Background: an optimization exercise with open tools, aiming at small area, a short achievable clock period and few clock cycles per item. Do not read the settings as production practice.
Only simulation tests tie the RTL to the original design; equivalence was not proved.

==> flow/design.v <==
`timescale 1ns/1ps
module mult_div_ctrl #(
  parameter int DATA_WIDTH = 32,
  parameter int CNT_WIDTH  = 6
) (
  input  logic                      clk,
  input  logic                      rst,
  input  logic                      flush,
  input  logic                      stall_hold,
  input  logic [5:0]                funct,
  input  logic [DATA_WIDTH-1:0]     operand_1,
  input  logic [DATA_WIDTH-1:0]     operand_2,
  output logic                      mult_div_done,
  output logic [2*DATA_WIDTH-1:0]   mult_div_result
);
  logic s_idle, s_mul, s_corr, s_dpre, s_dpre2, s_div, s_fix, s_done;
  logic n_idle, n_mul, n_corr, n_dpre, n_dpre2, n_div, n_fix, n_done;
  logic [33:0] r_a;       
  logic [31:0] r_b;       
  logic [33:0] r_m;       
  logic [5:0]  r_cnt;
  logic [5:0]  r_bn;      
  logic [5:0]  r_bd;      
  logic        r_sn;      
  logic        r_negq;    
  logic        r_corr;    
  logic        r_take;    
  logic r_one0, r_two0, r_neg0, r_one1, r_two1, r_neg1, r_c0, r_cin;
  logic w_is_op, w_is_div, w_signed, w_start, w_negq_in, w_ext1, w_ext2;
  assign w_is_op   = (funct[5:2] == 4'b0110);
  assign w_is_div  = funct[1];
  assign w_signed  = ~funct[0];
  assign w_ext1    = w_signed & operand_1[31];
  assign w_ext2    = w_signed & operand_2[31];
  assign w_negq_in = w_ext1 ^ w_ext2;
  function automatic logic [2:0] booth(input logic [2:0] g);
    booth[2] = g[1] ^ g[0];
    booth[1] = (g == 3'b011) | (g == 3'b100);
    booth[0] = g[2] & ~(g[1] & g[0]);
  endfunction
  function automatic logic [5:0] bitlen(input logic [31:0] x);
    bitlen = 6'd0;
    for (int i = 0; i < 32; i++) if (x[i]) bitlen = i + 1;
  endfunction
  logic [37:0] w_m, w_a, w_x0, w_x1, w_pp0, w_pp1, w_cs_s, w_cs_c, w_sum;
  logic [38:0] w_add;
  logic        w_allp, w_take;
  assign w_m  = {{4{r_m[33]}}, r_m};
  assign w_a  = {{4{r_a[33]}}, r_a};
  assign w_x0 = ({38{r_one0}} & w_m) | ({38{r_two0}} & {w_m[36:0], 1'b0});
  assign w_x1 = ({38{r_one1}} & w_m) | ({38{r_two1}} & {w_m[36:0], 1'b0});
  assign w_pp0 = w_x0 ^ {38{r_neg0}};
  assign w_pp1 = {w_x1[35:0] ^ {36{r_neg1}}, r_neg1, r_neg1};
  assign w_cs_s = w_a ^ w_pp0 ^ w_pp1;
  assign w_cs_c = {(w_a[36:0] & w_pp0[36:0]) | (w_a[36:0] & w_pp1[36:0]) | (w_pp0[36:0] & w_pp1[36:0]), r_c0};
  assign w_add  = {w_cs_s, 1'b1} + {w_cs_c, r_cin};
  assign w_sum  = w_add[38:1];
  assign w_allp = &(w_cs_s[36:0] ^ w_cs_c[36:0]);
  assign w_take = r_sn ? (w_sum[37] ^ w_allp) : ~w_sum[37];
  logic [5:0]  w_k;
  logic [33:0] w_m_align;
  logic        w_dzero;
  assign w_k       = r_bn - r_bd;
  assign w_m_align = r_m << w_k;
  assign w_dzero   = (r_m == 34'd0);
  logic w_cnt0;
  assign w_cnt0 = (r_cnt == 6'd0);
  always_comb begin
    n_idle = 1'b0; n_mul = 1'b0; n_corr = 1'b0; n_dpre = 1'b0; n_dpre2 = 1'b0;
    n_div = 1'b0; n_fix = 1'b0; n_done = 1'b0;
    if (flush) begin
      n_idle = 1'b1;
    end else begin
      if (s_idle) begin
        if (w_is_op) begin
          n_dpre = w_is_div;
          n_mul  = ~w_is_div;
        end else begin
          n_idle = 1'b1;
        end
      end
      if (s_mul) begin
        n_mul  = ~w_cnt0;
        n_corr = w_cnt0 & r_corr;
        n_done = w_cnt0 & ~r_corr;
      end
      if (s_corr) n_done = 1'b1;
      if (s_dpre) begin
        n_dpre2 = ~w_dzero & r_negq;
        n_div   = ~w_dzero & ~r_negq & w_take;
        n_done  = w_dzero | (~r_negq & ~w_take);
      end
      if (s_dpre2) begin
        n_div  = r_take;
        n_done = ~r_take;
      end
      if (s_div) begin
        n_div  = ~w_cnt0;
        n_fix  = w_cnt0 & ~w_take;
        n_done = w_cnt0 & w_take;
      end
      if (s_fix) n_done = 1'b1;
      if (s_done) begin
        n_done = stall_hold;
        n_idle = ~stall_hold;
      end
    end
  end
  always_ff @(posedge clk or posedge rst) begin
    if (rst) begin
      s_idle  <= 1'b1;
      s_mul   <= 1'b0;
      s_corr  <= 1'b0;
      s_dpre  <= 1'b0;
      s_dpre2 <= 1'b0;
      s_div   <= 1'b0;
      s_fix   <= 1'b0;
      s_done  <= 1'b0;
    end else begin
      s_idle  <= n_idle;
      s_mul   <= n_mul;
      s_corr  <= n_corr;
      s_dpre  <= n_dpre;
      s_dpre2 <= n_dpre2;
      s_div   <= n_div;
      s_fix   <= n_fix;
      s_done  <= n_done;
    end
  end
  function automatic logic [7:0] divctl(input logic inv);
    divctl = {1'b1, 1'b0, inv, 1'b0, 1'b0, ~inv, 1'b0, 1'b1};
  endfunction
  logic [2:0] w_bt0_in, w_bt1_in, w_bt0, w_bt1;
  assign w_bt0_in = booth({operand_1[1:0], 1'b0});
  assign w_bt1_in = booth(operand_1[3:1]);
  assign w_bt0    = booth(r_b[5:3]);
  assign w_bt1    = booth(r_b[7:5]);
  always_ff @(posedge clk) begin
    if (s_idle) begin
      if (w_is_div)
        {r_one0, r_two0, r_neg0, r_one1, r_two1, r_neg1, r_c0, r_cin} <= divctl(~w_negq_in);
      else
        {r_one0, r_two0, r_neg0, r_one1, r_two1, r_neg1, r_c0, r_cin} <=
          {w_bt0_in, w_bt1_in, w_bt0_in[0], w_bt1_in[0]};
    end
    if (s_mul) begin
      if (w_cnt0)   
        {r_one0, r_two0, r_neg0, r_one1, r_two1, r_neg1, r_c0, r_cin} <= 8'b1000_0000;
      else
        {r_one0, r_two0, r_neg0, r_one1, r_two1, r_neg1, r_c0, r_cin} <=
          {w_bt0, w_bt1, w_bt0[0], w_bt1[0]};
    end
    if (s_dpre && r_negq) begin
      if (w_take)
        {r_one0, r_two0, r_neg0, r_one1, r_two1, r_neg1, r_c0, r_cin} <= 8'b0000_0000;
      else
        {r_one0, r_two0, r_neg0, r_one1, r_two1, r_neg1, r_c0, r_cin} <= divctl(r_negq);
    end
    if (s_dpre2) begin
      {r_one0, r_two0, r_neg0, r_one1, r_two1, r_neg1, r_c0, r_cin} <= divctl(~r_negq);
    end
    if (s_div) begin
      {r_one0, r_two0, r_neg0, r_one1, r_two1, r_neg1, r_c0, r_cin} <= divctl(w_take ^ r_negq);
    end
  end
  always_ff @(posedge clk) begin
    if (s_idle) begin
      r_a    <= w_is_div ? {{2{w_ext1}}, operand_1} : 34'd0;
      r_m    <= {{2{w_ext2}}, operand_2};
      r_b    <= operand_1;
      r_cnt  <= 6'd7;
      r_bn   <= bitlen({w_ext1, operand_1[31:1]} ^ operand_1) + {5'd0, w_ext1};
      r_bd   <= bitlen({w_ext2, operand_2[31:1]} ^ operand_2);
      r_sn   <= w_ext1;
      r_negq <= w_negq_in;
      r_corr <= ~w_signed & operand_1[31];
    end
    if (s_mul) begin
      r_a   <= w_sum[37:4];
      r_b   <= {w_sum[3:0], r_b[31:4]};
      r_cnt <= r_cnt - 6'd1;
    end
    if (s_corr || s_dpre2 || s_div || s_fix) begin
      r_a <= w_sum[33:0];
    end
    if (s_dpre) begin
      if (r_negq) r_a <= w_sum[33:0];
      else        r_m <= w_m_align;
      r_b    <= w_dzero ? 32'hFFFF_FFFF : 32'd0;
      r_cnt  <= w_k;
      r_take <= w_take;
    end
    if (s_dpre2) begin
      r_m <= w_m_align;
      r_b <= {32{r_take}};
    end
    if (s_div) begin
      r_b <= {r_b[30:0], w_take ^ r_negq};
      if (!w_cnt0) r_m <= {r_m[33], r_m[33:1]};
      r_cnt <= r_cnt - 6'd1;
    end
  end
  always_ff @(posedge clk or posedge rst) begin
    if (rst) mult_div_done <= 1'b0;
    else     mult_div_done <= n_done;
  end
  assign mult_div_result = {r_a[31:0], r_b};
endmodule
==> flow/run.sh <==
#!/bin/bash
# synth_recipe.tcl (not shown) runs the flow's synth.tcl, then flattens the netlist and writes it again
# the make line also repeats each setting of config.mk as NAME=value (left out here)
make -C /OpenROAD-flow-scripts/flow DESIGN_CONFIG=/design/flow/config.mk WORK_HOME=/design/flow/orfs CLKGATE_MAP_FILE= SYNTH_SCRIPT=/design/flow/synth_recipe.tcl finish
==> flow/config.mk <==
export PLATFORM = sky130hd
export DESIGN_NAME = mult_div_ctrl
export DESIGN_NICKNAME = mult_div_ctrl
export VERILOG_FILES = /design/flow/design.v
export SDC_FILE = /design/flow/constraint.sdc
export NUM_CORES = 4
export LEC_CHECK = 0
export ABC_CLOCK_PERIOD_IN_PS = 3500
export CAP_MARGIN = 20
export CORE_MARGIN = 2
export CORE_UTILIZATION = 40
export SLEW_MARGIN = 20
==> flow/constraint.sdc <==
create_clock -name core_clock -period 14.0 [get_ports {clk}]
set_input_delay 2.8000 -clock core_clock [delete_from_list [all_inputs] [get_ports {clk}]]
set_output_delay 2.8000 -clock core_clock [all_outputs]
set_load 0.01 [all_outputs]
==> results of run 1 <==
[worst register-to-register path: stages, from the launching register on]
cell and delay (ps):
dfxtp_1 330, buf_4 360, a22oi_1 180, xnor2_1 260, fa_1 460, ha_1 410
nand4_1 190, nor2b_1 350, o211ai_1 310, a31oi_2 420, a31oi_1 290, o21a_1 250
nor3_2 260, xor2_2 470, inv_1 150, ha_1 220, o311a_1 350, o41a_1 310
a41o_1 200
[cell type report]
cell class,count,area (um2),area share [%]
Clock buffer,19,433,2.60
Clock inverter,13,144,0.863
Inverter,67,251,1.51
Multi-Input combinational cell,1393,10300,61.8
Sequential cell,138,3380,20.3
Tap cell,468,586,3.51
Timing Repair Buffer,165,1580,9.50
[worst max path at each step]
stage | from | to | slack [ps] | cells past startpoint
finish | operand_1[2] | r_bn[4] | 8060 | 16
global route | operand_1[2] | r_bn[4] | 7690 | 16
CTS | operand_1[2] | r_bn[4] | 8090 | 16
detailed placement | operand_1[2] | r_bn[4] | 7630 | 16
global placement | operand_1[2] | r_bn[4] | 7680 | 16
floorplan | operand_1[1] | r_bn[4] | 8730 | 15
[sequential cells by signal, indices dropped and copies added (netlist names), 6 cells and up]
register,count
r_cnt,6
r_a,34
r_m,34
r_bd,6
r_bn,6
r_b,32
[synthesized netlist by cell type, types with 7 or more instances]
cell / count / area share, %
dfxtp_1: 73 / 9.9
nand4_1: 12 / 0.51
o211ai_1: 12 / 0.61
and2_1: 8 / 0.34
a221oi_1: 15 / 0.89
o21a_1: 26 / 1.3
xor2_1: 24 / 1.4
or3_1: 14 / 0.59
mux2i_1: 105 / 7.1
nor2b_1: 14 / 0.59
edfxtp_1: 57 / 12
nor2_1: 125 / 3.2
o221ai_1: 15 / 0.89
fa_1: 39 / 5.3
clkbuf_1: 149 / 3.8
xnor2_1: 94 / 5.6
or4_1: 8 / 0.41
a21o_1: 22 / 1.1
a222oi_1: 14 / 0.95
ha_1: 54 / 4.6
dfrtp_1: 7 / 1.2
inv_1: 67 / 1.7
a21boi_0: 7 / 0.36
mux4_2: 21 / 3.2
nand3_1: 43 / 1.5
and3_1: 22 / 0.93
nor3_1: 31 / 1.0
a22o_1: 29 / 1.7
a31oi_1: 17 / 0.72
a22oi_1: 72 / 3.7
a211oi_1: 17 / 0.86
buf_4: 32 / 1.6
nand2_1: 128 / 3.2
o22ai_1: 18 / 0.76
o21ai_0: 136 / 4.6
a21oi_1: 122 / 4.1
buf_1: 17 / 0.43
a311oi_1: 9 / 0.53
nor4_1: 17 / 0.72
nand2b_1: 15 / 0.63
[stage by stage]
stage | hold WS [ps] | std cells | utilization [%] | instance area, um2
CTS | 517 | 2263 | 45.7 | 16700
detailed placement | 501 | 2231 | 44.1 | 16100
global route | 541 | 2263 | 45.7 | 16700
floorplan | 483 | 1802 | - | 14800
finish | 519 | 2263 | 45.7 | 16700
global placement | 498 | 2231 | 44.1 | 16100
[routing by layer]
metal / up-vias / global-route usage, %
li1: 6626 / -
met1: 7011 / 37.2
met2: 627 / 44.5
met3: 79 / 3.32
met4: 0 / 10.1
met5: - / 0
[cell families (layout without fill, tap and decap cells)]
logic type / count (synthesis) / after routing / synth area share (%)
buffers and inverters: 271 / 264 / 7.74
AND/OR/NAND/NOR: 458 / 458 / 14.8
flip-flops: 138 / 138 / 22.8
adder cells (fa/ha/maj): 93 / 93 / 9.85
multiplexers: 131 / 131 / 10.7
XOR/XNOR: 119 / 119 / 7.10
AO/OA/AOI/OAI: 592 / 592 / 27.0
==> flow_metrics.py, run 1 <==
metrics = {
    "synth": {
        "netlist_area_um2": 14800,
        "ys_seq_elements": 138,
        "yosys_warnings": 1,
        "synth-edff-count": 57,
        "syn_area_per_cell_um2": 8.21,
        "synth.distinct_cells": 83,
        "synthCells": 1802,
        "synth_seq_area_share_pct": 22.8,
        "async_flop_share_pct": 5.80,
        "yosys_most_used_dff": "dfxtp_1",
        "syn_nets": 1969,
    },
    "sta": {
        "fmax_mhz": 168,
        "grt_setup_unrepaired": "no",
        "report.final.slew_viol_count": 0,
        "worst_clock_skew_ps": 13.3,
        "relSlewSlack_pct": 27.8,
        "fin_ws_ps": 8060,
        "finalHoldViolations": 0,
        "setup_violations": 0,
        "worst_slew_pin_slew_ps": 1080,
        "min_period_over_period_pct": 42.4,
        "finalSetupTns_ps": 0,
        "fin_crit_ps": 5940,
    },
    "route": {
        "wl_um": 53100,
        "vias_per_cell": 6.34,
        "drt_iter0_drc": 1191,
        "wire_per_inst_um": 23.5,
        "drc": 0,
        "routed-wl-met3_um": 3500,
        "vias": 14343,
        "antenna_left": 0,
        "wl_met2_um": 24900,
        "top_layer": "met4",
        "firstDrtPassIters": 7,
        "met1_length_um": 23200,
    },
    "grt": {
        "antenna_found_initial": 0,
        "grt_pass1_vias": 13684,
        "grt_pass1_wl_um": 81700,
        "grt_max_degree": 69,
        "grt-ovfl-total": 0,
        "grt_util_all_layers_pct": 27.3,
    },
    "floorplanning": {
        "dieArea_um2": 38500,
        "initial_core_util_pct": 40.5,
        "core_um2": 36500,
        "rows": 70,
        "io_pins": 139,
        "fp.dieW_um": 196,
        "die_h_um": 196,
    },
    "job": {
        "max_cap_violations": 0,
    },
    "setup_path": {
        "rrSetupSlack_ps": 8130,
        "arrival_ps": 6120,
        "path_cells": "clkdlybuf4s50_1, inv_1, ha_1, o21ai_0, a21boi_0, o21ai_0, a221oi_1, o21ai_0, a31oi_1, nand4_1, a311oi_1, nor3_1, ha_1, ha_1, a311oi_1, a211oi_1",
        "crit_family": "compound AO/OA/AOI/OAI gates",
        "crit_type": "in -> reg",
        "end_kind": "flip-flop",
        "r2r_end": "mult_div_done",
        "cp_max_fo": 8,
        "cp_slowest_cell": "clkdlybuf4s50_1",
        "reg2reg_depth": 18,
        "start_kind": "input port",
        "r2r_start": "r_one1",
        "cp.required_ps": 14190,
        "max_stage_delay_ps": 630,
        "crit_buf_inv": 2,
    },
    "clock_network": {
        "clock-sinks": 138,
        "post_cts_buffers": 0,
        "insertion_delay_ps": 450,
        "cts_buffers": 17,
        "cts.repair.resized": 0,
        "ctsRootBufferMaster": "clkbuf_16",
        "cts.clk_slew.worst_paths_ps": 70,
        "htreeDepth": 4,
        "hold_buffers": 0,
        "cts_tree": "yes",
        "clk_path_buf_depth": 2,
    },
    "worst_hold_path": {
        "hp-class": "reg -> reg",
        "whs_path_depth": 1,
        "hold-path-endpoint": "s_idle",
        "min_from": "mult_div_done",
    },
    "placement": {
        "place_ws_ps": 7630,
        "io_buffers": 138,
        "hpwl_um": 38700,
        "gp_congestion": 0.912,
    },
    "cells_and_area": {
        "final_cell_mix": "clkdlybuf4s50_1, o21ai_0, nand2_1",
        "final_common_cell": "clkdlybuf4s50_1",
        "fin_nets": 1949,
        "fillers": 3619,
        "areaGrowthSynthToFinish_pct": 12.8,
        "drive_above_1_share_pct": 6.35,
        "antenna_cells": 0,
    },
    "status": {
        "outcome": "timing/DRC/antenna clean",
    },
}
Testbench counts, summed over its fixed seeds: cycles 20,471, items 2,048.
==> inputs of run 2 (changes only) <==
--- a/flow/design.v
+++ b/flow/design.v
@@ -14,6 +14,7 @@
   output logic [2*DATA_WIDTH-1:0]   mult_div_result
 );
   logic s_idle, s_mul, s_corr, s_dpre, s_dpre2, s_div, s_fix, s_done;
+  logic n_done_fast;
   logic n_idle, n_mul, n_corr, n_dpre, n_dpre2, n_div, n_fix, n_done;
   logic [33:0] r_a;       
   logic [31:0] r_b;       
@@ -60,7 +61,7 @@
   logic [5:0]  w_k;
   logic [33:0] w_m_align;
   logic        w_dzero;
-  assign w_k       = r_bn - r_bd;
+  assign w_k       = r_bn - r_bd + {5'd0, r_sn};
   assign w_m_align = r_m << w_k;
   assign w_dzero   = (r_m == 34'd0);
   logic w_cnt0;
@@ -124,7 +125,7 @@
       s_dpre2 <= n_dpre2;
       s_div   <= n_div;
       s_fix   <= n_fix;
-      s_done  <= n_done;
+      s_done  <= n_done_fast;
     end
   end
   function automatic logic [7:0] divctl(input logic inv);
@@ -135,33 +136,28 @@
   assign w_bt1_in = booth(operand_1[3:1]);
   assign w_bt0    = booth(r_b[5:3]);
   assign w_bt1    = booth(r_b[7:5]);
+  logic [7:0] w_ctl_other, w_ctl_div;
+  always_comb begin
+    w_ctl_other = {r_one0, r_two0, r_neg0, r_one1, r_two1, r_neg1, r_c0, r_cin};
+    if (s_idle) begin
+      if (w_is_div) w_ctl_other = divctl(~w_negq_in);
+      else          w_ctl_other = {w_bt0_in, w_bt1_in, w_bt0_in[0], w_bt1_in[0]};
+    end
+    if (s_mul) begin
+      if (w_cnt0) w_ctl_other = 8'b1000_0000;   
+      else        w_ctl_other = {w_bt0, w_bt1, w_bt0[0], w_bt1[0]};
+    end
+    if (s_dpre && r_negq) w_ctl_other = divctl(r_negq);
+    if (s_dpre2) w_ctl_other = divctl(~r_negq);
+  end
+  assign w_ctl_div = (s_dpre && r_negq) ? 8'b0000_0000 : divctl(~r_negq);
   always_ff @(posedge clk) begin
-    if (s_idle) begin
-      if (w_is_div)
-        {r_one0, r_two0, r_neg0, r_one1, r_two1, r_neg1, r_c0, r_cin} <= divctl(~w_negq_in);
-      else
-        {r_one0, r_two0, r_neg0, r_one1, r_two1, r_neg1, r_c0, r_cin} <=
-          {w_bt0_in, w_bt1_in, w_bt0_in[0], w_bt1_in[0]};
-    end
-    if (s_mul) begin
-      if (w_cnt0)   
-        {r_one0, r_two0, r_neg0, r_one1, r_two1, r_neg1, r_c0, r_cin} <= 8'b1000_0000;
-      else
-        {r_one0, r_two0, r_neg0, r_one1, r_two1, r_neg1, r_c0, r_cin} <=
-          {w_bt0, w_bt1, w_bt0[0], w_bt1[0]};
-    end
-    if (s_dpre && r_negq) begin
-      if (w_take)
-        {r_one0, r_two0, r_neg0, r_one1, r_two1, r_neg1, r_c0, r_cin} <= 8'b0000_0000;
-      else
-        {r_one0, r_two0, r_neg0, r_one1, r_two1, r_neg1, r_c0, r_cin} <= divctl(r_negq);
-    end
-    if (s_dpre2) begin
-      {r_one0, r_two0, r_neg0, r_one1, r_two1, r_neg1, r_c0, r_cin} <= divctl(~r_negq);
-    end
-    if (s_div) begin
-      {r_one0, r_two0, r_neg0, r_one1, r_two1, r_neg1, r_c0, r_cin} <= divctl(w_take ^ r_negq);
-    end
+    if (s_div)
+      {r_one0, r_two0, r_neg0, r_one1, r_two1, r_neg1, r_c0, r_cin} <= w_take ? w_ctl_div : divctl(r_negq);
+    else if (s_dpre && r_negq && w_take)
+      {r_one0, r_two0, r_neg0, r_one1, r_two1, r_neg1, r_c0, r_cin} <= 8'b0000_0000;
+    else
+      {r_one0, r_two0, r_neg0, r_one1, r_two1, r_neg1, r_c0, r_cin} <= w_ctl_other;
   end
   always_ff @(posedge clk) begin
     if (s_idle) begin
@@ -169,7 +165,7 @@
       r_m    <= {{2{w_ext2}}, operand_2};
       r_b    <= operand_1;
       r_cnt  <= 6'd7;
-      r_bn   <= bitlen({w_ext1, operand_1[31:1]} ^ operand_1) + {5'd0, w_ext1};
+      r_bn   <= bitlen({w_ext1, operand_1[31:1]} ^ operand_1);
       r_bd   <= bitlen({w_ext2, operand_2[31:1]} ^ operand_2);
       r_sn   <= w_ext1;
       r_negq <= w_negq_in;
@@ -200,9 +196,12 @@
       r_cnt <= r_cnt - 6'd1;
     end
   end
-  always_ff @(posedge clk or posedge rst) begin
-    if (rst) mult_div_done <= 1'b0;
-    else     mult_div_done <= n_done;
-  end
+  logic w_done_base, w_done_take, w_done_keep;
+  assign w_done_base = ~flush & ((s_mul & w_cnt0 & ~r_corr) | s_corr | s_fix | (s_dpre2 & ~r_take) |
+                                 (s_dpre & w_dzero) | (s_done & stall_hold));
+  assign w_done_take = ~flush & s_div & w_cnt0;
+  assign w_done_keep = ~flush & s_dpre & ~r_negq;
+  assign n_done_fast = w_done_base | (w_take ? w_done_take : w_done_keep);
+  assign mult_div_done = s_done;
   assign mult_div_result = {r_a[31:0], r_b};
 endmodule
==> flow/flow/run.sh (new file) <==
#!/bin/bash
# Standard ORFS layout (the standard.sh, all steps), with setup repair aiming for
# 10 ns of slack at the design's 14 ns clock. The make output is kept in standard_make.log;
# each tool's own log is under orfs/logs/.
set -euo pipefail
bash standard.sh SETUP_SLACK_MARGIN=10 finish > standard_make.log 2>&1
==> flow/standard.sh (new file) <==
#!/bin/bash
# synth_recipe.tcl (not shown) runs the flow's synth.tcl, then flattens the netlist and writes it again
# the make line also repeats each setting of config.mk as NAME=value (left out here)
make -C /OpenROAD-flow-scripts/flow DESIGN_CONFIG=/design/flow/config.mk WORK_HOME=/design/flow/orfs CLKGATE_MAP_FILE= SYNTH_SCRIPT=/design/flow/synth_recipe.tcl "${@:-finish}"
removed: flow/run.sh
==> run 2 against run 1 <==
  * Global-route usage up 0.72 points
  * Non-clock buffer count up 89
  * Sequential share of layout area down 1.4 points
  * Maximum frequency up 36%
  * Hold slack worse by 49 ps
  * Clock skew up 2.3 ps
  * Routed wire length up 4.3%
  * Critical path type is now reg -> reg
==> flow_metrics.py, run 2 <==
metrics = {
    "placement": {
        "hpwl_um": 38800,
        "place_inst": 2271,
        "gp_congestion": 0.948,
        "io_buffers": 138,
    },
    "sta": {
        "grt_setup_unrepaired": "yes",
        "fmax_mhz": 228,
        "worst_slew_pin_slew_ps": 955,
        "worst_clock_skew_ps": 15.5,
        "min_period_over_period_pct": 31.3,
        "setup_violations": 0,
        "report.final.slew_viol_count": 0,
        "fin_crit_ps": 4380,
        "finalHoldViolations": 0,
        "finalSetupTns_ps": 0,
        "relSlewSlack_pct": 35.8,
        "whs_ps": 471,
    },
    "setup_path": {
        "arrival_ps": 4660,
        "start_kind": "flip-flop",
        "end_kind": "flip-flop",
        "max_stage_delay_ps": 490,
        "cp.required_ps": 14280,
        "cp_slowest_cell": "fa_2",
        "path_cells": "buf_12, buf_12, buf_16, a22oi_2, xnor2_2, fa_2, ha_4, a31o_1, a31o_1, a221o_1, a211oi_4, o31a_2, xnor3_2, a311o_1, a311oi_2",
        "cp-startpoint": "r_one1",
        "rrSetupSlack_ps": 9620,
        "cp_max_fo": 6,
        "r2r_start": "r_one1",
        "crit_type": "reg -> reg",
    },
    "cells_and_area": {
        "antenna_cells": 0,
        "areaGrowthSynthToFinish_pct": 26.2,
        "fin_cells": 2396,
        "final_common_cell": "a21oi_1",
        "fin_nets": 2083,
        "final_cell_mix": "a21oi_1, nand2_1, nor2_1",
        "drive_above_1_share_pct": 21.7,
        "top_regs": "r_a (34), r_m (34), r_b (32)",
    },
    "route": {
        "drc": 0,
        "vias": 15058,
        "vias_per_cell": 6.28,
        "firstDrtPassIters": 7,
        "wire_per_inst_um": 23.1,
        "wl_um": 55400,
        "drt_iter0_drc": 1551,
        "antenna_left": 0,
    },
    "clock_network": {
        "cts_buffers": 17,
        "cts_tree": "yes",
        "htreeDepth": 4,
        "cts.clk_slew.worst_paths_ps": 70,
        "ctsRootBufferMaster": "clkbuf_16",
        "clk_path_buf_depth": 2,
        "insertion_delay_ps": 460,
        "clock-sinks": 138,
    },
    "worst_hold_path": {
        "hp-class": "reg -> reg",
        "min_from": "s_done",
    },
    "floorplanning": {
        "core_um2": 36400,
        "die_h_um": 196,
        "io_pins": 139,
        "fp.dieW_um": 196,
        "initial_core_util_pct": 40.5,
        "rows": 70,
        "dieArea_um2": 38400,
    },
    "synth": {
        "syn_nets": 2018,
        "synth.most_common_cell": "a21oi_1",
        "synth_seq_area_share_pct": 23.3,
        "synth.distinct_cells": 77,
        "synth-edff-count": 63,
        "netlist_area_um2": 14700,
        "ys_seq_elements": 138,
        "yosys_warnings": 1,
        "yosys.area.top_type_share_pct": 12.8,
        "async_flop_share_pct": 5.80,
        "yosys_most_used_dff": "dfxtp_1",
        "syn_area_per_cell_um2": 7.97,
        "synth_top_cell_by_area": "edfxtp_1",
        "synthCells": 1850,
        "yosys-top-cells-count": "a21oi_1, clkbuf_1, nor2_1",
        "netlist_top_cells_area": "edfxtp_1, dfxtp_1, mux2i_1, a21oi_1, xnor2_1",
    },
    "grt": {
        "antenna_found_initial": 1,
        "grt_util_all_layers_pct": 28.0,
        "grt_max_degree": 68,
        "grt_pass1_vias": 14291,
        "grt-ovfl-total": 0,
        "grt_pass1_wl_um": 83300,
    },
    "job": {
        "max_cap_violations": 0,
    },
    "status": {
        "outcome": "timing/DRC/antenna clean",
    },
}
==> run 2: cell count changes after synthesis, moves of 6 or more <==
cell	change
dfxtp_1	-6
nand2_1	+7
mux4_2	-19
mux2i_1	+8
a21oi_1	+49
nor2_1	+21
o22ai_1	-7
edfxtp_1	+6
nand3_1	-8
==> run 2: kinds of logic (layout without fill, tap and decap cells) <==
group | after synthesis | count (layout) | share of synthesized area (%)
compound gates | 630 | 630 | 28.3
simple gates | 474 | 474 | 14.9
buf+inv | 273 | 351 | 7.85
flops | 138 | 138 | 23.3
mux | 123 | 123 | 8.58
xor+xnor | 118 | 118 | 7.11
fa+ha+maj | 94 | 94 | 9.96
==> run 2: final timing paths <==
path	end	cells past startpoint
setup reg to reg	r_neg0	15
max in group asynchronous	s_idle	2
setup / recovery	r_neg0	15
hold reg to reg	s_idle	1
min in group asynchronous	s_done	2
hold / removal	s_idle	1
==> run 2: what timing repair did <==
| action | CTS | global route |
|---|---|---|
| cloned | 4 | 2 |
| setup endpoints to repair | 131 | 82 |
| gates resized for setup | 385 | 208 |
| hold buffers | 0 | 0 |
| setup buffers | 54 | 33 |
| pin swaps | 59 | 96 |
==> run 2: per-stage QoR <==
| step | utilization [%] | worst slack [ps] | area [um2] |
|---|---|---|---|
| 2_1_floorplan | - | 9620 | 15000 |
| 3_3_place_gp | 44.3 | 8600 | 16100 |
| 3_5_place_dp | 44.3 | 8530 | 16100 |
| 4_1_cts | 48.6 | 9680 | 17700 |
| 5_1_grt | 51.1 | 9540 | 18600 |
| 6_report | 51.1 | 9620 | 18600 |
==> run 2: metal layers <==
metal	part of all wire, %	routed length, um	global-route usage, %	vias to the layer above
met3	6.0	3310	3.52	120
li1	-	-	-	6929
met2	46	25700	46.4	635
met5	0.020	11	0	-
met4	4.4	2420	12.0	2
met1	43	23900	36.9	7372
==> run 2: worst max-delay path, delay by kind of cell, from the launching register on <==
family / cells / cell delay, ps
adder cells (fa/ha/maj): 2 / 690
AO/OA/AOI/OAI: 8 / 2150
buffers and inverters: 3 / 450
flip-flops: 1 / 420
XOR/XNOR: 2 / 470
==> run 2: layout make-up <==
type / instances / area [um2]
Fill cell: 3484 / 17800
Multi-Input combinational cell: 1439 / 11300
Sequential cell: 138 / 3500
Timing Repair Buffer: 254 / 2330
Tap cell: 468 / 586
Clock buffer: 19 / 475
Inverter: 65 / 267
Clock inverter: 13 / 116
Testbench counts of run 2, summed over its fixed seeds: cycles 20,471, items 2,048.
==> inputs of run 3 (changes only) <==
--- a/flow/config.mk
+++ b/flow/config.mk
@@ -8,5 +8,5 @@
 export ABC_CLOCK_PERIOD_IN_PS = 3500
 export CAP_MARGIN = 20
 export CORE_MARGIN = 2
-export CORE_UTILIZATION = 40
+export CORE_UTILIZATION = 60
 export SLEW_MARGIN = 20
==> run 3 against run 2 <==
  * Still clean
  * Non-clock buffer count fell by 35
  * Sequential share of layout area rose by 0.98 points
  * Register-to-register slack got worse by 40 ps
  * Via count rose by 1.8%
  * Critical path type unchanged
==> flow_metrics.py, run 3 <==
metrics = {
    "route": {
        "drt_iter0_drc": 2178,
        "antenna_left": 0,
        "wire_per_inst_um": 24.0,
        "wl_um": 53200,
        "vias": 15332,
        "vias_per_cell": 6.91,
        "drc": 0,
        "firstDrtPassIters": 8,
    },
    "grt": {
        "grt_util_all_layers_pct": 40.2,
        "antenna_found_initial": 1,
        "grt_pass1_wl_um": 81800,
        "grt_pass1_vias": 14272,
        "grt_max_degree": 91,
        "grt-ovfl-total": 0,
    },
    "setup_path": {
        "cpMostUsedCell": "a31o_1",
        "cp_max_fo": 8,
        "end_kind": "flip-flop",
        "cp_slowest_cell": "fa_1",
        "path_cells": "buf_6, buf_12, a22oi_2, xnor2_2, fa_1, ha_4, a21o_1, a31o_1, a31o_1, a221o_1, a211oi_2, o31a_2, xnor3_2, xnor2_1, a22o_1",
        "crit_type": "reg -> reg",
        "cp.required_ps": 14190,
        "max_stage_delay_ps": 600,
        "start_kind": "flip-flop",
        "arrival_ps": 4610,
    },
    "placement": {
        "gp_congestion": 0.956,
        "hpwl_um": 37800,
        "place_ws_ps": 8590,
        "io_buffers": 138,
    },
    "floorplanning": {
        "dieArea_um2": 25900,
        "io_pins": 139,
        "core_um2": 24200,
        "die_h_um": 161,
        "fp.dieW_um": 161,
        "rows": 57,
        "initial_core_util_pct": 60.8,
    },
    "synth": {
        "ys_seq_elements": 138,
        "synth.most_common_cell": "a21oi_1",
        "async_flop_share_pct": 5.80,
        "synth_top_cell_by_area": "edfxtp_1",
        "synthCells": 1850,
        "yosys-top-cells-count": "a21oi_1, clkbuf_1, nor2_1",
        "netlist_top_cells_area": "edfxtp_1, dfxtp_1, mux2i_1, a21oi_1, xnor2_1",
        "netlist_area_um2": 14700,
        "synth.distinct_cells": 77,
        "yosys_warnings": 1,
        "syn_nets": 2018,
        "synth_seq_area_share_pct": 23.3,
        "yosys_most_used_dff": "dfxtp_1",
        "syn_area_per_cell_um2": 7.97,
        "yosys.area.top_type_share_pct": 12.8,
        "synth-edff-count": 63,
    },
    "cells_and_area": {
        "utilization_pct": 72.8,
        "areaGrowthSynthToFinish_pct": 19.7,
        "final_common_cell": "a21oi_1",
        "final_cell_mix": "a21oi_1, nor2_1, nand2_1",
        "top_regs": "r_a (34), r_m (34), r_b (32)",
        "drive_above_1_share_pct": 18.1,
        "fin_nets": 2048,
    },
    "clock_network": {
        "clock-sinks": 138,
        "cts.clk_slew.worst_paths_ps": 70,
        "hold_buffers": 0,
        "ctsRootBufferMaster": "clkbuf_16",
        "cts_buffers": 17,
        "cts_tree": "yes",
        "clk_path_buf_depth": 2,
        "htreeDepth": 4,
        "insertion_delay_ps": 440,
    },
    "sta": {
        "fin_ws_ps": 9580,
        "min_period_over_period_pct": 31.6,
        "worst_slew_pin_slew_ps": 1210,
        "setup_violations": 0,
        "report.final.slew_viol_count": 0,
        "fmax_mhz": 226,
        "finalSetupTns_ps": 0,
        "whs_ps": 498,
        "worst_clock_skew_ps": 24.6,
        "relSlewSlack_pct": 19.3,
        "fin_crit_ps": 4420,
        "finalHoldViolations": 0,
        "grt_setup_unrepaired": "yes",
    },
    "worst_hold_path": {
        "hp-class": "reg -> reg",
    },
    "job": {
        "max_cap_violations": 0,
    },
    "status": {
        "outcome": "timing/DRC/antenna clean",
    },
}
## run 3: what timing repair did
item                                    in CTS  in global routing
endpoints found under the setup margin     117                 54
pin swaps                                   49                 61
cloned                                       2                  0
gates resized for setup                    389                116
buffers inserted                            34                 20
## run 3: final cells by class
cell class              instances  area [um2]
multi-input cells            1439       11000
fillers                      1918        6590
flip-flops and latches        138        3500
repair buffers                219        1950
clock buffers                  18         429
well taps                     324         405
inverters                      65         264
clock inverters                14         159
diodes                          1        2.50
## run 3: logic make-up after synthesis
group | after synthesis | share of synthesized area, %
mux | 123 | 8.58
buf+inv | 273 | 7.85
simple gates | 474 | 14.9
flops | 138 | 23.3
xor+xnor | 118 | 7.11
fa+ha+maj | 94 | 9.96
compound gates | 630 | 28.3
## run 3: through the flow
stage	area, um2	instances
after CTS	17300	2197
final	17700	2218
after floorplan	15000	1850
after global placement	16000	2129
after global routing	17700	2218
after detailed placement	16000	2129
## run 3: final timing paths
| path | slack, ps | to | depth (start not counted) | startpoint |
|---|---|---|---|---|
| setup / recovery | 9580 | r_b[0] | 15 | r_one0 |
| hold reg to reg | 500 | s_idle | 1 | s_done |
| hold / removal | 500 | s_idle | 1 | s_done |
| setup reg to reg | 9580 | r_b[0] | 15 | r_one0 |
| max in group asynchronous | 11110 | s_idle | 2 | rst |
| min in group asynchronous | 2610 | s_fix | 2 | rst |
## run 3: critical path, delay by kind of cell, from the launching register on
family          cells  cell delay (ps)
compound gates      8             1970
fa+ha+maj           2              830
buf+inv             2              330
xor+xnor            3              630
flops               1              400
## run 3: layer usage
metal  GRT usage (%)  vias up  part of all wire (%)
li1                -     6869                     -
met5               0        -                     0
met2            63.6     1048                    45
met1            53.6     7236                    39
met4            17.6        0                   4.8
met3            8.24      179                    11
==> inputs of run 4 (changes only) <==
==> flow/flow/run.sh (replaced) <==
#!/bin/bash
# Standard ORFS layout (the standard.sh, all steps), with setup repair aiming for
# 10.5 ns of slack at the design's 14 ns clock. The make output is kept in standard_make.log;
# each tool's own log is under orfs/logs/.
set -euo pipefail
bash standard.sh SETUP_SLACK_MARGIN=10.5 finish > standard_make.log 2>&1
--- a/flow/config.mk
+++ b/flow/config.mk
@@ -8,5 +8,5 @@
 export ABC_CLOCK_PERIOD_IN_PS = 3500
 export CAP_MARGIN = 20
 export CORE_MARGIN = 2
-export CORE_UTILIZATION = 60
+export CORE_UTILIZATION = 40
 export SLEW_MARGIN = 20
==> run 4 against run 3 <==
  * Sequential share of layout area down 2.3 points
  * Hold slack better by 48 ps
  * Count of clock-buffer cells in the layout up 1
  * Highest routed layer unchanged
  * Cell count up 12%
  * Largest cell class unchanged
  * Die area up 49%
  * Non-clock buffer count up 132
  * First-iteration DRC count down 27%
  * Synthesized cell count unchanged
  * Synthesized area unchanged
  * Global-route usage down 10 points
==> flow_metrics.py, run 4 <==
metrics = {
    "status": {
        "outcome": "timing/DRC/antenna clean",
    },
    "route": {
        "wl_um": 60200,
        "antenna_left": 0,
        "drc": 0,
        "wire_per_inst_um": 24.1,
        "vias_per_cell": 6.30,
        "firstDrtPassIters": 6,
        "drt_iter0_drc": 1583,
        "vias": 15720,
    },
    "sta": {
        "worst_slew_pin_slew_ps": 1150,
        "grt_setup_unrepaired": "yes",
        "finalHoldViolations": 0,
        "relSlewSlack_pct": 23.1,
        "fin_crit_ps": 4320,
        "finalSetupTns_ps": 0,
        "fmax_mhz": 232,
        "min_period_over_period_pct": 30.8,
        "report.final.slew_viol_count": 0,
        "worst_clock_skew_ps": 21.7,
        "setup_violations": 0,
    },
    "synth": {
        "synth_top_cell_by_area": "edfxtp_1",
        "async_flop_share_pct": 5.80,
        "synth-edff-count": 63,
        "yosys.area_share.xor_xnor_pct": 7.11,
        "netlist_area_um2": 14700,
        "synthCells": 1850,
        "synth_seq_area_share_pct": 23.3,
        "synth-compound-area-share_pct": 28.3,
        "syn_area_per_cell_um2": 7.97,
        "yosys_most_used_dff": "dfxtp_1",
        "synthAdderAreaFrac_pct": 9.96,
        "synth.most_common_cell": "a21oi_1",
        "synth.distinct_cells": 77,
        "syn_nets": 2018,
        "yosys-top-cells-count": "a21oi_1, clkbuf_1, nor2_1",
        "ys_seq_elements": 138,
        "netlist_top_cells_area": "edfxtp_1, dfxtp_1, mux2i_1, a21oi_1, xnor2_1",
        "synthMuxAreaShare_pct": 8.59,
        "yosys.area.top_type_share_pct": 12.8,
        "yosys_warnings": 1,
        "synthSimpleGateAreaFrac_pct": 14.9,
        "synth_top_family_by_area": "compound AO/OA/AOI/OAI gates",
    },
    "floorplanning": {
        "die_h_um": 196,
        "initial_core_util_pct": 40.5,
        "core_um2": 36400,
        "fp.dieW_um": 196,
        "dieArea_um2": 38400,
        "io_pins": 139,
        "rows": 70,
    },
    "clock_network": {
        "cts.clk_slew.worst_paths_ps": 80,
        "cts_tree": "yes",
        "clock-sinks": 138,
        "ctsRootBufferMaster": "clkbuf_16",
        "clk_path_buf_depth": 2,
        "insertion_delay_ps": 460,
        "htreeDepth": 4,
        "cts_buffers": 17,
    },
    "setup_path": {
        "crit_buf_inv": 3,
        "r2r_start": "r_one0",
        "crit_type": "reg -> reg",
        "crit_family": "compound AO/OA/AOI/OAI gates",
        "rrSetupSlack_ps": 9680,
        "cp.required_ps": 14290,
        "cp_max_fo": 8,
        "max_stage_delay_ps": 490,
        "start_kind": "flip-flop",
        "cp_slowest_cell": "fa_1",
        "reg2reg_depth": 16,
        "path_cells": "buf_6, buf_8, buf_16, a22oi_2, xnor2_1, fa_1, ha_4, or2_4, o31ai_4, a211o_4, o21ai_4, a211oi_4, o31a_2, xnor3_2, a311o_1, a311oi_2",
        "r2r_end": "r_neg0",
        "arrival_ps": 4610,
        "end_kind": "flip-flop",
    },
    "placement": {
        "hpwl_um": 39300,
        "io_buffers": 138,
        "gp_congestion": 0.916,
    },
    "cells_and_area": {
        "final_common_cell": "buf_4",
        "areaGrowthSynthToFinish_pct": 38.1,
        "fin_nets": 2182,
        "fillers": 3278,
        "drive_above_1_share_pct": 34.3,
        "top_regs": "r_a (34), r_m (34), r_b (32)",
        "multi_input_area_um2": 12000,
        "utilization_pct": 55.9,
        "antenna_cells": 0,
        "final_cell_mix": "buf_4, a21oi_1, nand2_1",
        "seq_area_um2": 3560,
    },
    "worst_hold_path": {
        "hp-class": "reg -> reg",
        "hold-path-endpoint": "s_idle",
        "min_from": "s_done",
        "whs_path_depth": 2,
    },
    "job": {
        "max_cap_violations": 0,
    },
    "grt": {
        "grt_max_degree": 83,
        "grt_pass1_vias": 14833,
        "grt_util_all_layers_pct": 30.2,
        "grt_pass1_wl_um": 89300,
        "antenna_found_initial": 0,
        "grt-ovfl-total": 0,
    },
}
run 4: cell counts after synthesis:
Identical to the previous run, type by type.
run 4: cell type report:
cell class	count	area share, %
tap	468	2.87
clock inverter	13	0.651
clock buffer	19	2.22
timing repair buffer	351	16.5
timing repair inverter	1	0.0368
multi-input combinational	1440	58.9
inverter	65	1.34
sequential	138	17.5
run 4: metrics by stage:
| step | setup WS (ps) | hold slack (ps) | cell area, um2 | std cells |
|---|---|---|---|---|
| 3_3_place_gp | 8550 | 457 | 16400 | 2273 |
| 6_report | 9680 | 546 | 20400 | 2495 |
| 5_1_grt | 9570 | 567 | 20400 | 2495 |
| 2_1_floorplan | 9630 | 449 | 15400 | 1850 |
| 4_1_cts | 9720 | 531 | 19200 | 2440 |
| 3_5_place_dp | 8570 | 471 | 16400 | 2273 |
run 4: cells by family (layout without fill, tap and decap cells):
kind of cell,after synthesis,in the layout
compound gates,630,630
buf+inv,273,449
fa+ha+maj,94,94
xor+xnor,118,118
simple gates,474,475
mux,123,123
flops,138,138
run 4: worst reg2reg max path, stage by stage, from the launching register on:
cell,delay [ps]
edfxtp_1,450
buf_6,160
buf_8,130
buf_16,150
a22oi_2,180
xnor2_1,160
fa_1,490
ha_4,310
or2_4,140
o31ai_4,70
a211o_4,350
o21ai_4,250
a211oi_4,120
o31a_2,330
xnor3_2,340
a311o_1,310
a311oi_2,190
run 4: per-layer routing:
metal / vias to the layer above / GRT usage, % / part of all wire (%)
met4: 0 / 14.9 / 5.4
met2: 761 / 50.8 / 47
met3: 161 / 4.64 / 7.2
li1: 7126 / - / -
met5: - / 0 / 0
met1: 7672 / 37.7 / 40
run 4: how the worst max path moves through the flow:
| stage | depth (start not counted) | to | slack [ps] | from |
|---|---|---|---|---|
| after global placement | 12 | r_bn[0] | 8550 | operand_1[2] |
| after floorplan | 11 | r_bn[0] | 9630 | operand_1[2] |
| final | 16 | r_neg0 | 9680 | r_one0 |
| after global routing | 15 | r_neg0 | 9570 | r_one0 |
| after detailed placement | 12 | r_bn[0] | 8570 | operand_1[2] |
| after CTS | 12 | r_bn[0] | 9720 | operand_1[0] |
run 4: what timing repair did:
action | 4_1_cts | 5_1_grt
cloned | 9 | 4
resized for setup | 894 | 183
hold buffers | 0 | 0
pin swaps | 124 | 111
setup endpoints to repair | 194 | 157
buffers inserted | 126 | 51
==> inputs of run 5 (changes only) <==
==> flow/flow/run.sh (replaced) <==
#!/bin/bash
# Standard ORFS layout (the standard.sh, all steps), with setup repair aiming for
# 9 ns of slack at the design's 14 ns clock. The make output is kept in standard_make.log;
# each tool's own log is under orfs/logs/.
set -euo pipefail
bash standard.sh SETUP_SLACK_MARGIN=9 finish > standard_make.log 2>&1
==> run 5 against run 4 <==
  * Critical endpoint is now r_neg1
  * Synthesized cell count unchanged
  * Hold slack got worse by 55 ps
  * Synthesized area did not move
  * Still clean
  * Global-route usage down 2.7 points
  * Sequential share of layout area rose by 3.1 points
  * Critical path depth is 2 lower
  * First-iteration DRC count shrank 12%
==> flow_metrics.py, run 5 <==
metrics = {
    "floorplanning": {
        "io_pins": 139,
        "dieArea_um2": 38400,
        "initial_core_util_pct": 40.5,
        "core_um2": 36400,
        "rows": 70,
        "fp.dieW_um": 196,
        "die_h_um": 196,
    },
    "grt": {
        "grt_max_degree": 68,
        "grt_pass1_wl_um": 81600,
        "use_met1_pct": 39.5,
        "grt_pass1_vias": 13443,
        "met2_usage_pct": 42.3,
        "grt_util_all_layers_pct": 27.5,
        "use_met3_pct": 4.23,
        "antenna_found_initial": 0,
        "grt-ovfl-total": 0,
        "busiest_layer": "met2",
    },
    "sta": {
        "report.final.slew_viol_count": 0,
        "relSlewSlack_pct": 40.8,
        "grt_setup_unrepaired": "yes",
        "finalSetupTns_ps": 0,
        "finalHoldViolations": 0,
        "min_period_over_period_pct": 34.6,
        "fin_crit_ps": 4850,
        "setup_violations": 0,
        "worst_slew_pin_slew_ps": 883,
        "worst_clock_skew_ps": 18.2,
        "fmax_mhz": 206,
    },
    "clock_network": {
        "cts.clk_slew.worst_paths_ps": 60,
        "htreeDepth": 4,
        "ctsRootBufferMaster": "clkbuf_16",
        "clk_path_buf_depth": 2,
        "insertion_delay_ps": 460,
        "cts_tree": "yes",
        "cts_buffers": 17,
        "clock-sinks": 138,
    },
    "synth": {
        "synth-compound-area-share_pct": 28.3,
        "syn_area_per_cell_um2": 7.97,
        "syn_nets": 2018,
        "synth-edff-count": 63,
        "netlist_area_um2": 14700,
        "yosys.area_share.xor_xnor_pct": 7.11,
        "synthMuxAreaShare_pct": 8.59,
        "async_flop_share_pct": 5.80,
        "netlist_top_cells_area": "edfxtp_1, dfxtp_1, mux2i_1, a21oi_1, xnor2_1",
        "yosys.area.top_type_share_pct": 12.8,
        "synthSimpleGateAreaFrac_pct": 14.9,
        "synthCells": 1850,
        "ys_seq_elements": 138,
        "synth.distinct_cells": 77,
        "yosys-top-cells-count": "a21oi_1, clkbuf_1, nor2_1",
        "synth_top_family_by_area": "compound AO/OA/AOI/OAI gates",
        "synth.most_common_cell": "a21oi_1",
        "yosys_warnings": 1,
        "yosys_most_used_dff": "dfxtp_1",
        "synthAdderAreaFrac_pct": 9.96,
        "synth_seq_area_share_pct": 23.3,
        "synth_top_cell_by_area": "edfxtp_1",
    },
    "setup_path": {
        "end_kind": "flip-flop",
        "arrival_ps": 5020,
        "start_kind": "flip-flop",
        "cp.required_ps": 14170,
        "cp_max_fo": 35,
        "crit_type": "reg -> reg",
    },
    "worst_hold_path": {
        "hp-class": "reg -> reg",
    },
    "cells_and_area": {
        "top_regs": "r_a (34), r_m (34), r_b (32)",
        "final_common_cell": "a21oi_1",
        "areaGrowthSynthToFinish_pct": 13.1,
        "fin_nets": 1994,
        "antenna_cells": 0,
        "drive_above_1_share_pct": 5.06,
        "final_cell_mix": "a21oi_1, nor2_1, clkdlybuf4s50_1",
    },
    "status": {
        "outcome": "timing/DRC/antenna clean",
    },
    "route": {
        "wl_um": 52900,
        "wire_per_inst_um": 22.9,
        "drt_iter0_drc": 1398,
        "antenna_left": 0,
        "vias_per_cell": 6.37,
        "vias": 14692,
        "firstDrtPassIters": 7,
        "drc": 0,
    },
    "placement": {
        "gp_congestion": 0.914,
        "hpwl_um": 39300,
        "io_buffers": 138,
    },
    "job": {
        "max_cap_violations": 0,
    },
}
[run 5: worst paths after layout]
check                      startpoint      to  slack (ps)  cells after the start
max in group asynchronous         rst  s_idle       11120                      2
setup reg to reg               r_one1  r_neg1        9150                     14
hold reg to reg                s_done  s_idle         490                      1
min in group asynchronous         rst  s_dpre        2590                      2
hold / removal                 s_done  s_idle         490                      1
setup / recovery               r_one1  r_neg1        9150                     14
[run 5: cells by family after synthesis]
group                      Yosys count
AOI/OAI and AO/OA                  630
muxes                              123
adders and majority gates           94
buffers and inverters              273
DFF                                138
and+or+nand+nor                    474
xor gates and xnor gates           118
[run 5: timing repair]
action                     4_1_cts  5_1_grt
pin swaps                        0        3
hold buffers                     0        0
gates resized for setup          3        7
setup endpoints to repair        2       11
setup buffers                    0        0
[run 5: stage by stage]
| stage | util, % | cells | cell area, um2 | setup slack (ps) | hold WS [ps] |
|---|---|---|---|---|---|
| after floorplan | - | 1850 | 14700 | 9430 | 449 |
| after global placement | 44.1 | 2275 | 16100 | 8500 | 481 |
| after detailed placement | 44.1 | 2275 | 16100 | 8450 | 477 |
| after CTS | 45.7 | 2307 | 16700 | 9040 | 506 |
| after global routing | 45.8 | 2307 | 16700 | 8990 | 521 |
| final | 45.8 | 2307 | 16700 | 9150 | 491 |
[run 5: critical path, stage by stage, from the launching register on]
cell      delay (ps)
edfxtp_1         320
buf_4            360
a22oi_1          180
xnor2_1          220
fa_1             470
ha_1             400
a21o_1           200
a31o_1           240
a31o_1           270
a221o_1          350
a211oi_2         340
o31a_2           220
xnor3_2          440
xnor2_1          350
a221oi_1         150
[run 5: area by class of cell]
| class | instances | area [um2] |
|---|---|---|
| Inverter | 65 | 244 |
| Clock buffer | 19 | 433 |
| Multi-Input combinational cell | 1439 | 10200 |
| Tap cell | 468 | 586 |
| Fill cell | 3628 | 19700 |
| Sequential cell | 138 | 3440 |
| Clock inverter | 13 | 166 |
| Timing Repair Buffer | 165 | 1600 |
[run 5: layer usage]
layer / share of wire (%) / wire (um) / vias to the layer above
met2: 44 / 23500 / 649
met5: 0 / 0 / -
met3: 7.2 / 3820 / 87
li1: - / - / 6750
met1: 46 / 24200 / 7206
met4: 2.7 / 1430 / 0
==> inputs of run 6 (changes only) <==
==> flow/run.sh (new file) <==
#!/bin/bash
# synth_recipe.tcl (not shown) runs the flow's synth.tcl, then flattens the netlist and writes it again
# the make line also repeats each setting of config.mk as NAME=value (left out here)
make -C /OpenROAD-flow-scripts/flow DESIGN_CONFIG=/design/flow/config.mk WORK_HOME=/design/flow/orfs CLKGATE_MAP_FILE= SYNTH_SCRIPT=/design/flow/synth_recipe.tcl finish
removed: flow/flow/run.sh
removed: flow/standard.sh
==> run 6 against run 5 <==
  * Die area is the same
  * Clock skew is essentially flat
  * Sequential cell count is the same
  * Critical path depth is the same
  * First-iteration DRC count shrank 4.2%
  * Critical path type unchanged
  * Setup slack lost 280 ps
==> flow_metrics.py, run 6 <==
metrics = {
    "status": {
        "outcome": "timing/DRC/antenna clean",
    },
    "synth": {
        "synth.most_common_cell": "a21oi_1",
        "async_flop_share_pct": 5.80,
        "yosys_warnings": 1,
        "synthCells": 1850,
        "yosys-top-cells-count": "a21oi_1, clkbuf_1, nor2_1",
        "syn_nets": 2018,
        "yosys.area.top_type_share_pct": 12.8,
        "yosys_most_used_dff": "dfxtp_1",
        "netlist_top_cells_area": "edfxtp_1, dfxtp_1, mux2i_1, a21oi_1, xnor2_1",
        "synth_top_cell_by_area": "edfxtp_1",
        "netlist_area_um2": 14700,
        "ys_seq_elements": 138,
        "synth_seq_area_share_pct": 23.3,
        "syn_area_per_cell_um2": 7.97,
        "synth.distinct_cells": 77,
        "synth-edff-count": 63,
    },
    "sta": {
        "worst_clock_skew_ps": 18.6,
        "finalHoldViolations": 0,
        "fin_crit_ps": 5120,
        "worst_slew_pin_slew_ps": 918,
        "finalSetupTns_ps": 0,
        "relSlewSlack_pct": 38.5,
        "grt_setup_unrepaired": "no",
        "min_period_over_period_pct": 36.6,
        "setup_violations": 0,
        "fmax_mhz": 195,
        "whs_ps": 490,
        "report.final.slew_viol_count": 0,
    },
    "grt": {
        "grt_max_degree": 68,
        "grt_pass1_wl_um": 81600,
        "grt_util_all_layers_pct": 27.5,
        "antenna_found_initial": 0,
        "grt-ovfl-total": 0,
        "grt_pass1_vias": 13435,
    },
    "route": {
        "vias_per_cell": 6.34,
        "firstDrtPassIters": 6,
        "wl_um": 52800,
        "vias": 14631,
        "wire_per_inst_um": 22.9,
        "antenna_left": 0,
        "drt_iter0_drc": 1339,
        "drc": 0,
    },
    "floorplanning": {
        "die_h_um": 196,
        "io_pins": 139,
        "rows": 70,
        "core_um2": 36400,
        "fp.dieW_um": 196,
        "initial_core_util_pct": 40.5,
        "dieArea_um2": 38400,
    },
    "setup_path": {
        "cp_max_fo": 11,
        "start_kind": "flip-flop",
        "max_stage_delay_ps": 730,
        "cpMostUsedCell": "o21ai_0",
        "crit_buf_inv": 1,
        "cp.required_ps": 14310,
        "arrival_ps": 5440,
        "end_kind": "flip-flop",
        "crit_family": "compound AO/OA/AOI/OAI gates",
        "path_cells": "a22oi_1, xor2_1, fa_1, inv_1, ha_1, a211oi_1, o21ai_0, a41oi_1, o311ai_0, a2111oi_0, nor2_1, xnor2_1, o21a_1, o21ai_0",
        "crit_type": "reg -> reg",
        "cp_slowest_cell": "a2111oi_0",
    },
    "clock_network": {
        "htreeDepth": 4,
        "cts_buffers": 17,
        "post_cts_buffers": 0,
        "hold_buffers": 0,
        "clk_path_buf_depth": 2,
        "insertion_delay_ps": 460,
        "ctsRootBufferMaster": "clkbuf_16",
        "cts.repair.resized": 0,
        "clock-sinks": 138,
        "cts_tree": "yes",
        "cts.clk_slew.worst_paths_ps": 60,
    },
    "placement": {
        "place_inst": 2275,
        "gp_congestion": 0.914,
        "placed_area_um2": 16100,
        "hpwl_um": 39300,
        "io_buffers": 138,
    },
    "cells_and_area": {
        "fin_area_um2": 16700,
        "drive_above_1_share_pct": 4.89,
        "fin_nets": 1994,
        "final_common_cell": "a21oi_1",
        "antenna_cells": 0,
        "final_cell_mix": "a21oi_1, nor2_1, clkdlybuf4s50_1",
        "fin_cells": 2307,
        "fillers": 3631,
        "top_regs": "r_a (34), r_m (34), r_b (32)",
        "areaGrowthSynthToFinish_pct": 12.9,
    },
    "worst_hold_path": {
        "hp-class": "reg -> reg",
    },
    "job": {
        "max_cap_violations": 0,
    },
}
-- run 6: cell count changes in the layout (fill, tap and decap cells not counted), sizes merged --
| cell | before | now |
|---|---|---|
| dlymetal6s2s | 2 | 0 |
| clkdlybuf4s50 | 135 | 138 |
| dlygate4sd2 | 1 | 0 |
-- run 6: cell families after synthesis --
kind of cell,count (synthesis),share of synthesized area (%)
DFF,138,23.3
AOI/OAI and AO/OA,630,28.3
buffers and inverters,273,7.85
adders and majority gates,94,9.96
and+or+nand+nor,474,14.9
xor gates and xnor gates,118,7.11
muxes,123,8.58
-- run 6: routing by layer --
layer  wire [um]  GRT usage (%)  vias up
met5           0              0        -
met4        1430           8.61        0
met3        3960           4.23       83
met2       23400           42.3      648
met1       23900           39.5     7156
li1            -              -     6744
-- run 6: through the flow --
| stage | setup slack [ps] | util [%] |
|---|---|---|
| floorplan | 9430 | - |
| global placement | 8500 | 44.1 |
| detailed placement | 8450 | 44.1 |
| CTS | 8930 | 45.7 |
| global route | 8590 | 45.7 |
| finish | 8880 | 45.7 |
-- run 6: path summary, 6_finish.rpt --
| check | startpoint | end | slack (ps) | depth (start not counted) |
|---|---|---|---|---|
| max | r_m[1] | r_a[18] | 8880 | 14 |
| min in group asynchronous | rst | s_dpre | 2590 | 2 |
| max in group asynchronous | rst | s_idle | 11120 | 2 |
| min reg2reg | s_done | s_idle | 490 | 1 |
| min | s_done | s_idle | 490 | 1 |
| max reg2reg | r_m[1] | r_a[18] | 8880 | 14 |
-- run 6: layout make-up --
type | count | area (um2) | share of cell area (%)
clock buffer | 19 | 433 | 2.60
clock inverter | 13 | 166 | 0.999
inverter | 65 | 244 | 1.46
multi-input combinational | 1439 | 10200 | 61.3
sequential | 138 | 3440 | 20.6
tap | 468 | 586 | 3.52
timing repair buffer | 165 | 1580 | 9.51
-- run 6: worst reg2reg max path: cells and delay by family, from the launching register on --
kind	cells	cell delay (ps)
buffers and inverters	1	40
and+or+nand+nor	1	190
AOI/OAI and AO/OA	8	2620
adders and majority gates	2	850
DFF	1	720
xor gates and xnor gates	2	560
==> inputs of run 7 (changes only) <==
==> flow/flow/run.sh (new file) <==
#!/bin/bash
# Standard ORFS layout (the standard.sh, all steps), with setup repair aiming for
# 9.5 ns of slack at the design's 14 ns clock. The make output is kept in standard_make.log;
# each tool's own log is under orfs/logs/.
set -euo pipefail
bash standard.sh SETUP_SLACK_MARGIN=9.5 finish > standard_make.log 2>&1
==> flow/standard.sh (new file) <==
#!/bin/bash
# synth_recipe.tcl (not shown) runs the flow's synth.tcl, then flattens the netlist and writes it again
# the make line also repeats each setting of config.mk as NAME=value (left out here)
make -C /OpenROAD-flow-scripts/flow DESIGN_CONFIG=/design/flow/config.mk WORK_HOME=/design/flow/orfs CLKGATE_MAP_FILE= SYNTH_SCRIPT=/design/flow/synth_recipe.tcl "${@:-finish}"
--- a/flow/config.mk
+++ b/flow/config.mk
@@ -5,6 +5,7 @@
 export SDC_FILE = /design/flow/constraint.sdc
 export NUM_CORES = 4
 export LEC_CHECK = 0
+export ABC_AREA = 1
 export ABC_CLOCK_PERIOD_IN_PS = 3500
 export CAP_MARGIN = 20
 export CORE_MARGIN = 2
removed: flow/run.sh
==> run 7 against run 6 <==
  * Via count rose by 1.5%
  * Routed wire length rose by 3.0%
  * Die area fell by 4.0%
  * Synthesized cell count rose by 10%
  * Synthesized area fell by 4.1%
  * Critical path depth rose by 18
  * Setup slack improved by 420 ps
  * Hold slack improved by 22 ps
  * Critical path type is now in -> reg
==> flow_metrics.py, run 7 <==
metrics = {
    "synth": {
        "synth.distinct_cells": 60,
        "synth.most_common_cell": "nand2_1",
        "syn_nets": 2203,
        "ys_seq_elements": 138,
        "synthCells": 2035,
        "yosys_warnings": 1,
        "synth_top_cell_by_area": "edfxtp_1",
        "async_flop_share_pct": 5.80,
        "syn_area_per_cell_um2": 6.95,
        "synth_seq_area_share_pct": 24.3,
        "netlist_top_cells_area": "edfxtp_1, nand2_1, dfxtp_1, o21ai_0, xor2_1",
    },
    "cells_and_area": {
        "antenna_cells": 0,
        "utilization_pct": 49.8,
        "final_common_cell": "nand2_1",
    },
    "setup_path": {
        "max_stage_delay_ps": 250,
        "reg2reg_depth": 26,
        "cp_slowest_cell": "or2_4",
        "start_kind": "input port",
        "cpMostUsedCell": "nand2_1",
        "r2r_start": "r_two0",
    },
    "clock_network": {
        "cts_buffers": 17,
        "clk_path_buf_depth": 2,
        "insertion_delay_ps": 450,
        "cts.clk_slew.worst_paths_ps": 70,
    },
    "sta": {
        "worst_clock_skew_ps": 13.8,
        "finalHoldViolations": 0,
    },
    "status": {
        "outcome": "timing/DRC/antenna clean",
    },
    "floorplanning": {
        "io_pins": 139,
        "fp.dieW_um": 192,
        "initial_core_util_pct": 40.8,
    },
    "worst_hold_path": {
        "min_from": "r_m[15]",
        "hold-path-endpoint": "r_m[14]",
    },
    "job": {
        "max_cap_violations": 0,
    },
    "grt": {
        "grt_max_degree": 72,
        "grt-ovfl-total": 0,
        "antenna_found_initial": 0,
        "grt_pass1_vias": 13944,
        "grt_pass1_wl_um": 81700,
        "grt_util_all_layers_pct": 29.1,
    },
    "route": {
        "wire_per_inst_um": 20.9,
        "vias": 14856,
        "drc": 0,
        "firstDrtPassIters": 6,
    },
    "placement": {
        "hpwl_um": 40000,
    },
}
## run 7: tightest hold or removal path, delay by kind of cell (launching register included)
kind	cells	cell delay (ps)
and+or+nand+nor	1	100
DFF	1	330
AOI/OAI and AO/OA	1	40
## run 7: logic make-up (layout without fill, tap and decap cells)
group	count (synthesis)	after routing	synth area share [%]
AO/OA/AOI/OAI	567	567	23.2
XOR/XNOR	168	168	10.4
multiplexers	23	23	1.63
adder cells (fa/ha/maj)	94	94	10.4
flip-flops	138	138	24.3
AND/OR/NAND/NOR	729	729	20.8
buffers and inverters	316	420	9.25
## run 7: final cells by class
| type | count | area [um2] |
|---|---|---|
| well taps | 455 | 569 |
| repair buffers | 202 | 2000 |
| repair inverters | 4 | 30.0 |
| multi-input cells | 1581 | 9890 |
| flip-flops and latches | 138 | 3440 |
| clock inverters | 13 | 168 |
| fillers | 3482 | 17400 |
| clock buffers | 19 | 433 |
| inverters | 182 | 757 |
## run 7: per-layer routing
layer / vias to the layer above / part of all wire (%) / GRT usage (%)
li1: 7040 / - / -
met1: 7055 / 45 / 41.5
met2: 687 / 45 / 45.2
met3: 74 / 8.0 / 4.66
met4: 0 / 2.2 / 8.49
met5: - / 0 / 0
## run 7: what timing repair did
action | 4_1_cts | 5_1_grt
pin swaps | 16 | 38
resized for setup | 70 | 110
gates cloned | 4 | 2
endpoints found under the setup margin | 43 | 35
buffers inserted | 17 | 23
## run 7: through the flow
step	hold WS (ps)	cell area (um2)	cells	setup WS (ps)
floorplan	449	14200	2035	9230
global placement	477	15700	2516	8140
detailed placement	498	15700	2516	8170
CTS	508	16600	2569	9300
global route	538	17300	2594	8980
finish	512	17300	2594	9300
## run 7: worst max path at each step
| stage | startpoint | to | slack, ps | depth (start not counted) |
|---|---|---|---|---|
| 6_report | operand_1[1] | r_bn[0] | 9300 | 32 |
| 5_1_grt | operand_1[3] | r_bn[0] | 8980 | 31 |
| 4_1_cts | operand_1[1] | r_bn[0] | 9300 | 33 |
| 3_5_place_dp | operand_1[2] | r_bn[0] | 8170 | 33 |
| 3_3_place_gp | operand_1[2] | r_bn[0] | 8140 | 33 |
| 2_1_floorplan | operand_1[2] | r_bn[0] | 9230 | 32 |

## afterwards: timing with drivers on the ports
How much do the figures lean on ideal ports? The routed layouts below were timed once more, with nothing changed but the port constraints. Step 1 (the two cells are an assumption about what drives the block):
set clk [get_ports {clk}]
set_driving_cell -lib_cell sky130_fd_sc_hd__clkbuf_16 $clk
set_driving_cell -lib_cell sky130_fd_sc_hd__buf_2 [delete_from_list [all_inputs] $clk]
Step 2 also shifts input and output timing later by t, the mid clock arrival at the registers, as if the neighbouring blocks saw the same clock. Slacks: ideal ports / drivers / drivers and shift; pairs: ideal ports / drivers.
run | t, ns | setup slack, ns | hold slack, ns | worst setup path at the end
run 1 | 0.497 | 8.065 / 8.087 / 7.589 | 0.519 / 0.519 / 0.519 | input to register
run 2 | 0.511 | 9.621 / 9.621 / 9.170 | 0.471 / 0.471 / 0.471 | input to register
run 3 | 0.486 | 9.581 / 9.581 / 9.216 | 0.498 / 0.498 / 0.498 | input to register
run 4 | 0.504 | 9.683 / 9.683 / 9.211 | 0.546 / 0.546 / 0.546 | input to register
run 5 | 0.504 | 9.152 / 9.152 / 8.763 | 0.491 / 0.491 / 0.491 | input to register
run 6 | 0.503 | 8.875 / 8.875 / 8.409 | 0.490 / 0.490 / 0.490 | input to register
run 7 | 0.489 | 9.298 / 9.292 / 8.803 | 0.512 / 0.512 / 0.512 | input to register
After both steps every run listed still meets setup and hold. For run 7, which loses most, drivers alone change the setup slack by -0.006 ns; drivers and shift together by -0.495 ns.
